From an optimization exercise on the open Yosys and OpenROAD flow, aimed at small area; shortcuts taken in it are not production practice.
In this exercise RTL edits were held to simulation tests only and were not proved equivalent to the original.
Power and IR drop assume default switching activity. The clock port is modelled as an ideal driver; clocking choices that lean on that would not hold on a real chip.

run A:
==> flow/design.v <==
module udp_rx_frame_ctrl #(
  parameter int unsigned DEPTH  = 64,
  parameter int unsigned FRAMES = 4
) (
  input  logic        sys_clk,
  input  logic        sys_rst,
  input  logic        rec_data_en,
  input  logic [31:0] rec_data,
  input  logic        rec_end,
  input  logic [15:0] rec_data_num,
  input  logic        err_flag,
  output logic        m_valid,
  input  logic        m_ready,
  output logic [31:0] m_data,
  output logic        m_last,
  output logic [15:0] m_len,
  output logic [15:0] drop_cnt
);
  localparam int unsigned AW = $clog2(DEPTH);
  localparam int unsigned FW = $clog2(FRAMES);
  typedef logic [AW:0] ptr_t;
  typedef logic [FW:0] dptr_t;
  localparam ptr_t  DepthP  = ptr_t'(DEPTH);
  localparam dptr_t FramesP = dptr_t'(FRAMES);
  typedef enum logic [1:0] {StIdle, StLoad, StStream} state_e;
  logic [31:0]   buf_mem  [DEPTH];
  logic [15:0]   len_mem  [FRAMES];
  logic [AW-1:0] end_mem  [FRAMES];
  ptr_t        wr_ptr_q, commit_ptr_q;
  logic        bad_q, open_q;
  logic [15:0] drop_cnt_q;
  dptr_t       dq_wr_q;
  state_e      state_q, state_d;
  ptr_t        rd_ptr_q;
  dptr_t       dq_rel_q;
  logic buf_full, desc_full, err_hit, full_hit, do_write;
  logic frame_empty, frame_bad, commit, drop;
  ptr_t wr_next;
  always_comb begin
    buf_full    = (wr_ptr_q - rd_ptr_q) == DepthP;
    desc_full   = (dq_wr_q - dq_rel_q) == FramesP;
    err_hit     = err_flag && (open_q || rec_data_en || rec_end);
    full_hit    = rec_data_en && !bad_q && buf_full;
    do_write    = rec_data_en && !bad_q && !buf_full;
    wr_next     = wr_ptr_q + ptr_t'(do_write);
    frame_empty = (wr_ptr_q == commit_ptr_q) && !do_write && !bad_q && !full_hit && !err_hit;
    frame_bad   = bad_q || full_hit || err_hit || desc_full;
    commit      = rec_end && !frame_empty && !frame_bad;
    drop        = rec_end && !frame_empty && frame_bad;
  end
  always_ff @(posedge sys_clk or posedge sys_rst) begin
    if (sys_rst) begin
      wr_ptr_q     <= '0;
      commit_ptr_q <= '0;
      bad_q        <= 1'b0;
      open_q       <= 1'b0;
      drop_cnt_q   <= '0;
      dq_wr_q      <= '0;
    end else begin
      if (rec_end) begin
        wr_ptr_q <= drop ? commit_ptr_q : wr_next;
        bad_q    <= 1'b0;
        open_q   <= 1'b0;
      end else begin
        wr_ptr_q <= wr_next;
        if (full_hit || err_hit) bad_q <= 1'b1;
        if (rec_data_en) open_q <= 1'b1;
      end
      if (commit) begin
        commit_ptr_q <= wr_next;
        dq_wr_q      <= dq_wr_q + 1'b1;
      end
      if (drop && (drop_cnt_q != 16'hFFFF)) drop_cnt_q <= drop_cnt_q + 16'd1;
    end
  end
  always_ff @(posedge sys_clk) begin
    if (do_write) buf_mem[wr_ptr_q[AW-1:0]] <= rec_data;
    if (commit) begin
      len_mem[dq_wr_q[FW-1:0]] <= rec_data_num;
      end_mem[dq_wr_q[FW-1:0]] <= wr_next[AW-1:0];
    end
  end
  logic xfer, last_xfer, pending;
  ptr_t rd_next;
  assign rd_next = rd_ptr_q + 1'b1;
  assign m_last  = rd_next[AW-1:0] == end_mem[dq_rel_q[FW-1:0]];
  assign pending = (dq_rel_q + dptr_t'(state_q == StStream)) != dq_wr_q;
  always_comb begin
    state_d   = state_q;
    xfer      = 1'b0;
    last_xfer = 1'b0;
    unique case (state_q)
      StIdle: begin
        if (pending) state_d = StLoad;
      end
      StLoad: begin
        state_d = StStream;
      end
      StStream: begin
        if (m_ready) begin
          xfer = 1'b1;
          if (m_last) begin
            last_xfer = 1'b1;
            state_d   = pending ? StLoad : StIdle;
          end
        end
      end
      default: state_d = StIdle;
    endcase
  end
  always_ff @(posedge sys_clk or posedge sys_rst) begin
    if (sys_rst) begin
      state_q  <= StIdle;
      rd_ptr_q <= '0;
      dq_rel_q <= '0;
    end else begin
      state_q <= state_d;
      if (xfer) rd_ptr_q <= rd_next;
      if (last_xfer) dq_rel_q <= dq_rel_q + 1'b1;
    end
  end
  assign m_valid  = state_q == StStream;
  localparam int unsigned NG = DEPTH / 3;   
  logic [DEPTH-1:0] rsel;
  always_comb begin
    for (int i = 0; i < DEPTH; i++) rsel[i] = rd_ptr_q[AW-1:0] == AW'(i);
  end
  for (genvar b = 0; b < 32; b++) begin : g_rd_bit
    logic [NG:0] term_n;
    for (genvar g = 0; g < NG; g++) begin : g_grp
      udp_rx_frame_ctrl_aoi222 u_aoi (
        .s({rsel[3*g+2], rsel[3*g+1], rsel[3*g]}),
        .d({buf_mem[3*g+2][b], buf_mem[3*g+1][b], buf_mem[3*g][b]}),
        .y(term_n[g])
      );
    end
    assign term_n[NG] = ~(rsel[DEPTH-1] & buf_mem[DEPTH-1][b]);
    assign m_data[b]  = ~&term_n;
  end
  assign m_len    = len_mem[dq_rel_q[FW-1:0]];
  assign drop_cnt = drop_cnt_q;
endmodule
module udp_rx_frame_ctrl_aoi222 (
  input  logic [2:0] s,
  input  logic [2:0] d,
  output logic       y
);
  assign y = ~|(s & d);
endmodule
clock: 8.0 ns
lec_check: 0
cap_margin: 10
core_margin: 2
core_utilization: 65
slew_margin: 10
synth_hierarchical: 1
standard.sh (not shown) runs the stock make flow with config.mk's settings and CLKGATE_MAP_FILE= SYNTH_SCRIPT=/design/flow/synth_recipe.tcl, a recipe that flattens the netlist after the stock synthesis.
==> flow/flow/run.sh <==
#!/bin/bash
# The standard layout, with three changes:
#  * clock tree synthesis without dummy loads, with larger sink clusters on clkbuf_16;
#  * ports buffered with buf_1.
set -euo pipefail
bash standard.sh \
  "CTS_ARGS=-sink_clustering_enable -repair_clock_nets -dont_use_dummy_load -buf_list sky130_fd_sc_hd__clkbuf_16 -sink_clustering_size 30 -sink_clustering_max_diameter 150" \
  "BUFFER_PORTS_ARGS=-buffer_cell sky130_fd_sc_hd__buf_1" \
  finish > standard_make.log 2>&1
## Diff of input files: run B against run A
- CORE_UTILIZATION changed from 65 to 72
Findings:
Against run A, clock skew in run B came out worse. The area after detailed placement was comparable across run B and run A. Changes observed in run B relative to run A: power moved down; clock share of power level.
Setup changes, run B to run C
- CAP_MARGIN: 10 -> 20
- SLEW_MARGIN: 10 -> 20
- CORE_UTILIZATION: 72 -> 60
Findings:
- Compared with run B, in run C pin slew with the least headroom to its limit went down 0.17 ns; first-pass iteration count of the detailed router went down 2.
- Relative to run B, the total power of run C is higher by 1.8%.
- Run B and run C ended up with roughly the same storage element area.
- Net load switching power sits higher in run C than in run B.
- Global-route wire length before repair (run C / run B): 1.06

==> port drivers added, routing unchanged <==
Ports are ideal in the flow. The routed layouts listed here were re-timed in OpenROAD.
Step 1 assumes that a clkbuf_16 drives the clock port and a buf_2 every other input.
Step 2, shift: input delay + t, output delay - t, t = (earliest + latest rising clock arrival at the registers) / 2. This alone moves slack from input paths to output paths.
a / b / c = ideal ports / drivers / drivers and shift; a / b = the first two.
run	t (ns)	slack for setup (ns)	latest minus earliest clock arrival (ns)	worst register clock-pin slew, ns
run A	0.785	1.431 / 1.348 / 2.133	0.033 / 0.034	0.12 / 0.12
run B	0.776	1.009 / 0.928 / 1.704	0.050 / 0.050	0.12 / 0.12
run C	0.815	1.403 / 1.317 / 2.131	0.059 / 0.059	0.12 / 0.12
After both steps every run listed still meets setup and hold.
